Context: an optimization exercise on an open-source flow, tuned for small area, a short achievable clock period and few clock cycles. The choices shown serve that exercise and are no tape-out recipe.

== the previous run ==
## wn_dot
module wn_dot #(
   parameter int unsigned NCH  = 16,
   parameter int unsigned DW   = 8,
   parameter int unsigned AW   = 4,
   parameter int unsigned ACCW = 2*DW+AW,
   parameter int unsigned OW   = DW
) (
   input  logic                     clk,
   input  logic                     xrst,
   input  logic                     start,
   input  logic [AW-1:0]            len,
   input  logic                     relu,
   output logic [AW-1:0]            x_raddr,
   input  logic signed [DW-1:0]     x_rdata,
   output logic [NCH*AW-1:0]        w_raddr,
   input  logic signed [NCH*DW-1:0] w_rdata,
   output logic [NCH*OW-1:0]        y,
   output logic                     busy,
   output logic                     finish
);
Size: roughly 5700 cells after synthesis, about 340 I/O pins, roughly 46000 µm² of cells after synthesis.
==> module wn_dot, before the edit <==
module wn_dot #(
   parameter int unsigned NCH  = 16,
   parameter int unsigned DW   = 8,
   parameter int unsigned AW   = 4,
   parameter int unsigned ACCW = 2*DW+AW,
   parameter int unsigned OW   = DW
) (
   input  logic                     clk,
   input  logic                     xrst,
   input  logic                     start,
   input  logic [AW-1:0]            len,
   input  logic                     relu,
   output logic [AW-1:0]            x_raddr,
   input  logic signed [DW-1:0]     x_rdata,
   output logic [NCH*AW-1:0]        w_raddr,
   input  logic signed [NCH*DW-1:0] w_rdata,
   output logic [NCH*OW-1:0]        y,
   output logic                     busy,
   output logic                     finish
);
   localparam logic [ACCW-1:0] K_TERM = 20'hfab00;
   localparam int unsigned NCOPY = 2;
   logic          r_busy;
   logic          r_run;       
   logic [AW-1:0] r_addr;
   logic [AW-1:0] r_len_m1;
   logic          r_relu;
   logic          r_first1;    
   logic          r_last1, r_last2;
   logic          r_finish;
   logic [AW-1:0] r_waddr;     
   logic [ACCW-1:0] w_pre;     
   logic w_accept, w_fetch, w_last;
   assign w_accept = start & ~r_busy;
   assign w_fetch  = w_accept | r_run;
   assign w_last   = w_accept ? (len == AW'(1)) : (r_run & (r_addr == r_len_m1));
   always_ff @(posedge clk or negedge xrst) begin
      if (!xrst) begin
         r_busy   <= 1'b0;
         r_run    <= 1'b0;
         r_addr   <= '0;
         r_len_m1 <= '0;
         r_relu   <= 1'b0;
         r_first1 <= 1'b0;
         r_last1  <= 1'b0;
         r_last2  <= 1'b0;
         r_finish <= 1'b0;
         r_waddr  <= '0;
      end else begin
         r_busy   <= w_accept | (r_busy & ~r_last2);
         r_run    <= w_fetch & ~w_last;
         r_addr   <= (w_fetch & ~w_last) ? r_addr + AW'(1) : '0;
         if (w_accept) begin
            r_len_m1 <= len - AW'(1);
            r_relu   <= relu;
         end
         r_first1 <= w_accept;
         r_last1  <= w_last;
         r_last2  <= r_last1;
         r_finish <= r_last2;
         r_waddr  <= r_addr;
      end
   end
   assign w_pre = ACCW'({r_len_m1 + AW'(1) == '0, AW'(r_len_m1 + AW'(1))}) * K_TERM;
   logic [3:0] w_one, w_two, w_neg;
   always_comb begin
      for (int k = 0; k < 4; k++) begin
         logic b2, b1, b0;
         b2 = x_rdata[2*k+1];
         b1 = x_rdata[2*k];
         b0 = (k == 0) ? 1'b0 : x_rdata[2*k-1];
         w_one[k] = b1 ^ b0;
         w_two[k] = (b2 & ~b1 & ~b0) | (~b2 & b1 & b0);
         w_neg[k] = b2;
      end
   end
   logic [3:0] r_one0, r_two0, r_neg0;
   always_ff @(posedge clk) begin
      r_one0 <= w_one;
      r_two0 <= w_two;
      r_neg0 <= w_neg;
   end
   logic [3:0] r_one1, r_two1, r_neg1;
   always_ff @(posedge clk) begin
      r_one1 <= ~w_one;
      r_two1 <= ~w_two;
      r_neg1 <= ~w_neg;
   end
   logic [DW-1:0]   w_wt   [NCH];    
   logic [ACCW-1:0] r_acc [NCH];    
   logic [ACCW-1:0] w_sum [NCH];
   logic [1:0]      r_cs  [NCH];    
   logic [1:0]      w_cs  [NCH];
   for (genvar c = 0; c < NCH; c++) begin : g_ch
      logic [ACCW-1:0] w_ain;
      logic [3:0]      w_c_one, w_c_two, w_c_neg;
      assign w_ain = r_acc[c];
      always_comb begin
         if (c / (NCH / NCOPY) == 0) begin
            w_c_one = r_one0;
            w_c_two = r_two0;
            w_c_neg = r_neg0;
         end
         else if (c / (NCH / NCOPY) == 1) begin
            w_c_one = ~r_one1;
            w_c_two = ~r_two1;
            w_c_neg = ~r_neg1;
         end
         else begin
            w_c_one = r_one0;
            w_c_two = r_two0;
            w_c_neg = r_neg0;
         end
      end
      assign w_wt[c] = w_rdata[c*DW +: DW];
      wn_dot_mac u_mac (.i_one(w_c_one), .i_two(w_c_two), .i_neg(w_c_neg), .i_w(w_wt[c]),
                        .i_acc(w_ain), .i_cs(r_cs[c]), .o_cs(w_cs[c]),
                        .o_sum(w_sum[c]));
      always_ff @(posedge clk) begin
         r_acc[c] <= r_first1 ? w_pre : w_sum[c];
         r_cs[c]  <= r_first1 ? '0 : w_cs[c];
      end
   end
   always_comb begin
      for (int c = 0; c < NCH; c++) begin
         logic [3:0] mid;
         logic [7:0] hi;
         logic       cs1, cs2, cmid, add1, add2, neg, top1, top0, in_range;
         logic       hi_m0, hi_m1;           
         mid  = r_acc[c][11:8];
         hi   = r_acc[c][19:12];
         cs1  = r_cs[c][0];
         cs2  = r_cs[c][1];
         cmid = cs1 & (mid == '1);
         add1 = cs2 | cmid;                  
         add2 = cs2 & cmid;                  
         hi_m0 = hi == '1;
         hi_m1 = hi == {{(7){1'b1}}, 1'b0};
         top1 = ((mid == '1) & ~cs1 | (mid == {{(3){1'b1}}, 1'b0}) & cs1)
                & (hi_m0 & ~cs2 | hi_m1 & cs2);
         top0 = (mid == '0) & ~cs1 & ((hi == '0) & ~cs2 | hi_m0 & cs2)
              | (mid == '1) & cs1 & (hi_m0 & ~cs2 | hi_m1 & cs2);
         neg  = hi[7] ^ (add1 & (hi[6:0] == '1) | add2 & (hi[6:0] == {{(6){1'b1}}, 1'b0}));
         in_range = (top1 & (r_acc[c][7:OW-1] == '1)) | (top0 & (r_acc[c][7:OW-1] == '0));
         y[c*OW +: OW] = {~(r_relu & neg) & (in_range ? r_acc[c][OW-1] : neg),
                          {(OW-1){~(r_relu & neg)}} & (in_range ? r_acc[c][OW-2:0] : {(OW-1){~neg}})};
      end
   end
   assign x_raddr = r_addr;
   assign w_raddr = {NCH{r_waddr}};
   assign busy    = r_busy;
   assign finish  = r_finish;
endmodule
==> flow/config.mk <==
export PLATFORM = sky130hd
export DESIGN_NAME = wn_dot
export DESIGN_NICKNAME = wn_dot
export VERILOG_FILES = /design/flow/design.v
export SDC_FILE = /design/flow/constraint.sdc
export NUM_CORES = 4
export LEC_CHECK = 0
export ABC_AREA = 1
export CAP_MARGIN = 20
export CORE_MARGIN = 2
export CORE_UTILIZATION = 55
export PLACE_DENSITY = 0.65
export SETUP_SLACK_MARGIN = 4.0
export SLEW_MARGIN = 20
==> flow/constraint.sdc <==
create_clock -name core_clock -period 8.0 [get_ports {clk}]
set_input_delay 1.6000 -clock core_clock [delete_from_list [all_inputs] [get_ports {clk}]]
set_output_delay 1.6000 -clock core_clock [all_outputs]
set_load 0.01 [all_outputs]
standard.sh (not shown) runs the stock make flow with config.mk's settings and CLKGATE_MAP_FILE= SYNTH_SCRIPT=/design/flow/synth_recipe.tcl, a recipe that flattens the netlist after the stock synthesis.
==> flow/flow/run.sh <==
#!/bin/bash
# The standard layout (the standard.sh), with two changes:
#  - after the standard synthesis, flow/fa_polarity.py flips the polarity of full adders
#    (FA(~a,~b,~c) = ~FA(a,b,c)) to drop inverters around them; registers are untouched
#  - the port buffers are plain buffers instead of the default delay cells
# Each tool's output goes to a log here: synth.log, fa_polarity.log, layout.log
# (ORFS's own per-step logs stay under orfs/logs).
set -euo pipefail
ARGS=(BUFFER_PORTS_ARGS="-buffer_cell sky130_fd_sc_hd__buf_2")
RES=$PWD/orfs/results/$FLOW_PLATFORM/wn_dot/base
bash standard.sh "${ARGS[@]}" "$RES/1_2_yosys.v" > synth.log 2>&1
python3 flow/fa_polarity.py "$RES/1_2_yosys.v" "$RES/1_2_yosys.fapol.v" > fa_polarity.log 2>&1
cp "$RES/1_2_yosys.v" "$RES/1_2_yosys.orig.v"
mv "$RES/1_2_yosys.fapol.v" "$RES/1_2_yosys.v"
bash standard.sh "${ARGS[@]}" finish > layout.log 2>&1
Other scripts of this flow, unchanged in this note and not shown: flow/flow/fa_polarity.py
> inputs changed (the previous run -> the current run)
-- flow/design.v --
<<< the previous run, line 29
   logic          r_last1, r_last2;
   logic          r_finish;
   logic [AW-1:0] r_waddr;     
   logic [ACCW-1:0] w_pre;     
   logic w_accept, w_fetch, w_last;
>>> the current run, line 29
   logic          r_last1, r_last2;
   logic          r_finish;
   logic [ACCW-1:0] w_pre;     
   logic w_accept, w_fetch, w_last;
<<< the previous run, line 46
         r_last2  <= 1'b0;
         r_finish <= 1'b0;
         r_waddr  <= '0;
      end else begin
         r_busy   <= w_accept | (r_busy & ~r_last2);
>>> the current run, line 45
         r_last2  <= 1'b0;
         r_finish <= 1'b0;
      end else begin
         r_busy   <= w_accept | (r_busy & ~r_last2);
<<< the previous run, line 59
         r_last2  <= r_last1;
         r_finish <= r_last2;
         r_waddr  <= r_addr;
      end
   end
>>> the current run, line 57
         r_last2  <= r_last1;
         r_finish <= r_last2;
      end
   end
<<< the previous run, line 87
      r_neg1 <= ~w_neg;
   end
   logic [DW-1:0]   w_wt   [NCH];    
   logic [ACCW-1:0] r_acc [NCH];    
   logic [ACCW-1:0] w_sum [NCH];
>>> the current run, line 84
      r_neg1 <= ~w_neg;
   end
   logic [3:0] w_negb, w_negc, r_negb, r_negc;
   always_comb begin
      for (int k = 0; k < 4; k++) begin
         logic b2, b1, b0;
         b2 = x_rdata[2*k+1];
         b1 = x_rdata[2*k];
         b0 = (k == 0) ? 1'b0 : x_rdata[2*k-1];
         w_negb[k] = b2 & ~(b1 & b0);      
         w_negc[k] = b2 | (~b1 & ~b0);     
      end
   end
   always_ff @(posedge clk) begin
      r_negb <= w_negb;
      r_negc <= ~w_negc;
   end
   logic [DW-1:0]   r_w   [NCH];
   logic [ACCW-1:0] r_acc [NCH];    
   logic [ACCW-1:0] w_sum [NCH];
<<< the previous run, line 112
            w_c_neg = r_neg0;
         end
      end
      assign w_wt[c] = w_rdata[c*DW +: DW];
      wn_dot_mac u_mac (.i_one(w_c_one), .i_two(w_c_two), .i_neg(w_c_neg), .i_w(w_wt[c]),
                        .i_acc(w_ain), .i_cs(r_cs[c]), .o_cs(w_cs[c]),
                        .o_sum(w_sum[c]));
      always_ff @(posedge clk) begin
         r_acc[c] <= r_first1 ? w_pre : w_sum[c];
         r_cs[c]  <= r_first1 ? '0 : w_cs[c];
>>> the current run, line 124
            w_c_neg = r_neg0;
         end
         if (c / 4 == 1) w_c_neg = r_negb;
         if (c / 4 == 3) w_c_neg = ~r_negc;
      end
      wn_dot_mac u_mac (.i_one(w_c_one), .i_two(w_c_two), .i_neg(w_c_neg), .i_w(r_w[c]),
                        .i_acc(w_ain), .i_cs(r_cs[c]), .o_cs(w_cs[c]),
                        .o_sum(w_sum[c]));
      always_ff @(posedge clk) begin
         r_w[c]   <= w_rdata[c*DW +: DW];
         r_acc[c] <= r_first1 ? w_pre : w_sum[c];
         r_cs[c]  <= r_first1 ? '0 : w_cs[c];
<<< the previous run, line 148
   end
   assign x_raddr = r_addr;
   assign w_raddr = {NCH{r_waddr}};
   assign busy    = r_busy;
   assign finish  = r_finish;
>>> the current run, line 162
   end
   assign x_raddr = r_addr;
   assign w_raddr = {NCH{r_addr}};
   assign busy    = r_busy;
   assign finish  = r_finish;
- The current run: amount of wire on met2 after detailed routing is about 4.6% lower than what the previous run reported.
- The final reports for the current run and the previous run show final period utilization lower in the former.
- Changes observed in the current run relative to the previous run: utilization lower; count of non-filler cells in the finished layout lower; synthesis-to-layout area growth lower; clock period minus final worst setup slack lower.
No run of this note included a check of the RTL's function; only the layout flow was run.

== run 1 ==
Another version of the RTL of wn_dot (not shown whole).
Size in the first run: ~6900 cells after synthesis, ~510 flip-flops, ~340 I/O pins.
==> module wn_dot, before the edit <==
module wn_dot #(
   parameter int unsigned NCH  = 16,
   parameter int unsigned DW   = 8,
   parameter int unsigned AW   = 4,
   parameter int unsigned ACCW = 2*DW+AW,
   parameter int unsigned OW   = DW
) (
   input  logic                     clk,
   input  logic                     xrst,
   input  logic                     start,
   input  logic [AW-1:0]            len,
   input  logic                     relu,
   output logic [AW-1:0]            x_raddr,
   input  logic signed [DW-1:0]     x_rdata,
   output logic [NCH*AW-1:0]        w_raddr,
   input  logic signed [NCH*DW-1:0] w_rdata,
   output logic [NCH*OW-1:0]        y,
   output logic                     busy,
   output logic                     finish
);
   localparam logic [ACCW-1:0] K_TERM = 20'hfab00;
   localparam int unsigned NCOPY = 4;
   localparam int unsigned SPLIT = 12;
   logic          r_busy;
   logic          r_run;       
   logic [AW-1:0] r_addr;
   logic [AW-1:0] r_len_m1;
   logic          r_relu;
   logic          r_first1;    
   logic          r_last1, r_last2;
   logic          r_finish;
   logic [ACCW-1:0] r_pre;     
   logic w_accept, w_fetch, w_last;
   assign w_accept = start & ~r_busy;
   assign w_fetch  = w_accept | r_run;
   assign w_last   = w_accept ? (len == AW'(1)) : (r_run & (r_addr == r_len_m1));
   always_ff @(posedge clk or negedge xrst) begin
      if (!xrst) begin
         r_busy   <= 1'b0;
         r_run    <= 1'b0;
         r_addr   <= '0;
         r_len_m1 <= '0;
         r_relu   <= 1'b0;
         r_first1 <= 1'b0;
         r_last1  <= 1'b0;
         r_last2  <= 1'b0;
         r_finish <= 1'b0;
      end else begin
         r_busy   <= w_accept | (r_busy & ~r_last2);
         r_run    <= w_fetch & ~w_last;
         r_addr   <= (w_fetch & ~w_last) ? r_addr + AW'(1) : '0;
         if (w_accept) begin
            r_len_m1 <= len - AW'(1);
            r_relu   <= relu;
         end
         r_first1 <= w_accept;
         r_last1  <= w_last;
         r_last2  <= r_last1;
         r_finish <= r_last2;
      end
   end
   always_ff @(posedge clk) begin
      if (w_accept) r_pre <= ACCW'({len == '0, len}) * K_TERM;
   end
   logic [3:0] w_one, w_two, w_neg;
   always_comb begin
      for (int k = 0; k < 4; k++) begin
         logic b2, b1, b0;
         b2 = x_rdata[2*k+1];
         b1 = x_rdata[2*k];
         b0 = (k == 0) ? 1'b0 : x_rdata[2*k-1];
         w_one[k] = b1 ^ b0;
         w_two[k] = (b2 & ~b1 & ~b0) | (~b2 & b1 & b0);
         w_neg[k] = b2;
      end
   end
   logic [3:0] r_one0, r_two0, r_neg0;
   always_ff @(posedge clk) begin
      r_one0 <= w_one;
      r_two0 <= w_two;
      r_neg0 <= w_neg;
   end
   logic [3:0] r_one1, r_two1, r_neg1;
   always_ff @(posedge clk) begin
      r_one1 <= w_one;
      r_two1 <= w_two;
      r_neg1 <= ~w_neg;
   end
   logic [3:0] r_one2, r_two2, r_neg2;
   always_ff @(posedge clk) begin
      r_one2 <= w_one;
      r_two2 <= ~w_two;
      r_neg2 <= w_neg;
   end
   logic [3:0] r_one3, r_two3, r_neg3;
   always_ff @(posedge clk) begin
      r_one3 <= w_one;
      r_two3 <= ~w_two;
      r_neg3 <= ~w_neg;
   end
   logic [DW-1:0]   r_w   [NCH];
   logic [ACCW-1:0] r_acc [NCH];    
   logic [ACCW-1:0] w_sum [NCH];
   logic            r_cs  [NCH];    
   logic            w_cs  [NCH];
   for (genvar c = 0; c < NCH; c++) begin : g_ch
      logic [ACCW-1:0] w_ain;
      logic [3:0]      w_c_one, w_c_two, w_c_neg;
      assign w_ain = r_acc[c];
      always_comb begin
         if (c / (NCH / NCOPY) == 0) begin
            w_c_one = r_one0;
            w_c_two = r_two0;
            w_c_neg = r_neg0;
         end
         else if (c / (NCH / NCOPY) == 1) begin
            w_c_one = r_one1;
            w_c_two = r_two1;
            w_c_neg = ~r_neg1;
         end
         else if (c / (NCH / NCOPY) == 2) begin
            w_c_one = r_one2;
            w_c_two = ~r_two2;
            w_c_neg = r_neg2;
         end
         else if (c / (NCH / NCOPY) == 3) begin
            w_c_one = r_one3;
            w_c_two = ~r_two3;
            w_c_neg = ~r_neg3;
         end
         else begin
            w_c_one = r_one0;
            w_c_two = r_two0;
            w_c_neg = r_neg0;
         end
      end
      wn_dot_mac u_mac (.i_one(w_c_one), .i_two(w_c_two), .i_neg(w_c_neg), .i_w(r_w[c]),
                        .i_acc(w_ain), .i_cs(r_cs[c]), .o_cs(w_cs[c]),
                        .o_sum(w_sum[c]));
      always_ff @(posedge clk) begin
         r_w[c]   <= w_rdata[c*DW +: DW];
         r_acc[c] <= r_first1 ? r_pre : w_sum[c];
         r_cs[c]  <= w_cs[c] & ~r_first1;
      end
   end
   always_comb begin
      for (int c = 0; c < NCH; c++) begin
         logic [ACCW-1:0] a;
         a = {r_acc[c][ACCW-1:SPLIT] + (ACCW-SPLIT)'(r_cs[c]), r_acc[c][SPLIT-1:0]};
         if (r_relu && a[ACCW-1])                                y[c*OW +: OW] = '0;
         else if (a[ACCW-1:OW-1] == '0 || a[ACCW-1:OW-1] == '1) y[c*OW +: OW] = a[OW-1:0];
         else if (a[ACCW-1])                                     y[c*OW +: OW] = {1'b1, {(OW-1){1'b0}}};
         else                                                    y[c*OW +: OW] = {1'b0, {(OW-1){1'b1}}};
      end
   end
   assign x_raddr = r_addr;
   assign w_raddr = {NCH{r_addr}};
   assign busy    = r_busy;
   assign finish  = r_finish;
endmodule
make LEC_CHECK=0 ABC_AREA=1 CAP_MARGIN=20 CORE_MARGIN=2 CORE_UTILIZATION=40 SETUP_SLACK_MARGIN=3.5 SLEW_MARGIN=20 finish   # period 8.0 ns
run.sh (not shown) runs the stock make flow with config.mk's settings and CLKGATE_MAP_FILE= SYNTH_SCRIPT=/design/flow/synth_recipe.tcl, a recipe that flattens the netlist after the stock synthesis.
Stock flow here: none of the scripts above is used.
Inputs modified between run 1 and run 2:
--- a/flow/design.v
+++ b/flow/design.v
@@ -17,11 +17,11 @@
    output logic [NCH*OW-1:0]        y,
    output logic                     busy,
    output logic                     finish
 );
    localparam logic [ACCW-1:0] K_TERM = 20'hfab00;
-   localparam int unsigned NCOPY = 4;
+   localparam int unsigned NCOPY = 8;
    localparam int unsigned SPLIT = 12;
    logic          r_busy;
    logic          r_run;       
    logic [AW-1:0] r_addr;
    logic [AW-1:0] r_len_m1;
@@ -96,10 +96,34 @@
    always_ff @(posedge clk) begin
       r_one3 <= w_one;
       r_two3 <= ~w_two;
       r_neg3 <= ~w_neg;
    end
+   logic [3:0] r_one4, r_two4, r_neg4;
+   always_ff @(posedge clk) begin
+      r_one4 <= ~w_one;
+      r_two4 <= w_two;
+      r_neg4 <= w_neg;
+   end
+   logic [3:0] r_one5, r_two5, r_neg5;
+   always_ff @(posedge clk) begin
+      r_one5 <= ~w_one;
+      r_two5 <= w_two;
+      r_neg5 <= ~w_neg;
+   end
+   logic [3:0] r_one6, r_two6, r_neg6;
+   always_ff @(posedge clk) begin
+      r_one6 <= ~w_one;
+      r_two6 <= ~w_two;
+      r_neg6 <= w_neg;
+   end
+   logic [3:0] r_one7, r_two7, r_neg7;
+   always_ff @(posedge clk) begin
+      r_one7 <= ~w_one;
+      r_two7 <= ~w_two;
+      r_neg7 <= ~w_neg;
+   end
    logic [DW-1:0]   r_w   [NCH];
    logic [ACCW-1:0] r_acc [NCH];    
    logic [ACCW-1:0] w_sum [NCH];
    logic            r_cs  [NCH];    
    logic            w_cs  [NCH];
@@ -126,10 +150,30 @@
          else if (c / (NCH / NCOPY) == 3) begin
             w_c_one = r_one3;
             w_c_two = ~r_two3;
             w_c_neg = ~r_neg3;
          end
+         else if (c / (NCH / NCOPY) == 4) begin
+            w_c_one = ~r_one4;
+            w_c_two = r_two4;
+            w_c_neg = r_neg4;
+         end
+         else if (c / (NCH / NCOPY) == 5) begin
+            w_c_one = ~r_one5;
+            w_c_two = r_two5;
+            w_c_neg = ~r_neg5;
+         end
+         else if (c / (NCH / NCOPY) == 6) begin
+            w_c_one = ~r_one6;
+            w_c_two = ~r_two6;
+            w_c_neg = r_neg6;
+         end
+         else if (c / (NCH / NCOPY) == 7) begin
+            w_c_one = ~r_one7;
+            w_c_two = ~r_two7;
+            w_c_neg = ~r_neg7;
+         end
          else begin
             w_c_one = r_one0;
             w_c_two = r_two0;
             w_c_neg = r_neg0;
          end
Notes after the runs:
- Run comparison: run 2 launching element of the worst setup path r_cs[7]; run 1 launching element of the worst setup path r_acc[6][12]
- Share of the yosys chip area belonging to registers (lower): run 1
- Run 2 ends up with a pin count of the biggest net entering global routing that is 80% higher than in run 1.
- In terms of utilization, run 2 and run 1 differ only marginally.
- Synthesized cell count was higher in run 1 than in run 2.
- Run 2 vs. run 1: critical path depth picked up an extra 1; mean number of vias per cell picked up an extra about 0.6%.
No functional check of the RTL was part of any run of this note.

-- port drivers added, routing unchanged --
No port has a modelled driver above. Below, the same layouts with a new extraction and two added sets of constraints.
Step 1 sets driving cells, clkbuf_16 on the clock port and buf_2 on the other inputs (assumed; they add their load-dependent delay and slew).
Step 2 times the ports against the registers' clock, not the clock port: input delays grow and output delays shrink by t, the midpoint of the rising clock arrivals with the driver on.
a / b / c = no drivers / after step 1 / after step 2; a / b = the first two.
run | t, ns | setup WS [ns] | pins driven straight from the clock port
the previous run | 0.679 | 3.806 / 3.816 / 3.137 | 1
the current run | 0.697 | 4.038 / 3.972 / 4.099 | 1
run 1 | 0.754 | 3.598 / 3.521 / 3.048 | 1
run 2 | 0.744 | 3.363 / 3.288 / 3.125 | 1
After both steps setup and hold are still met in every run listed. The setup slack of the previous run, which loses most, moves by +0.010 ns with the drivers and by -0.669 ns with both steps.
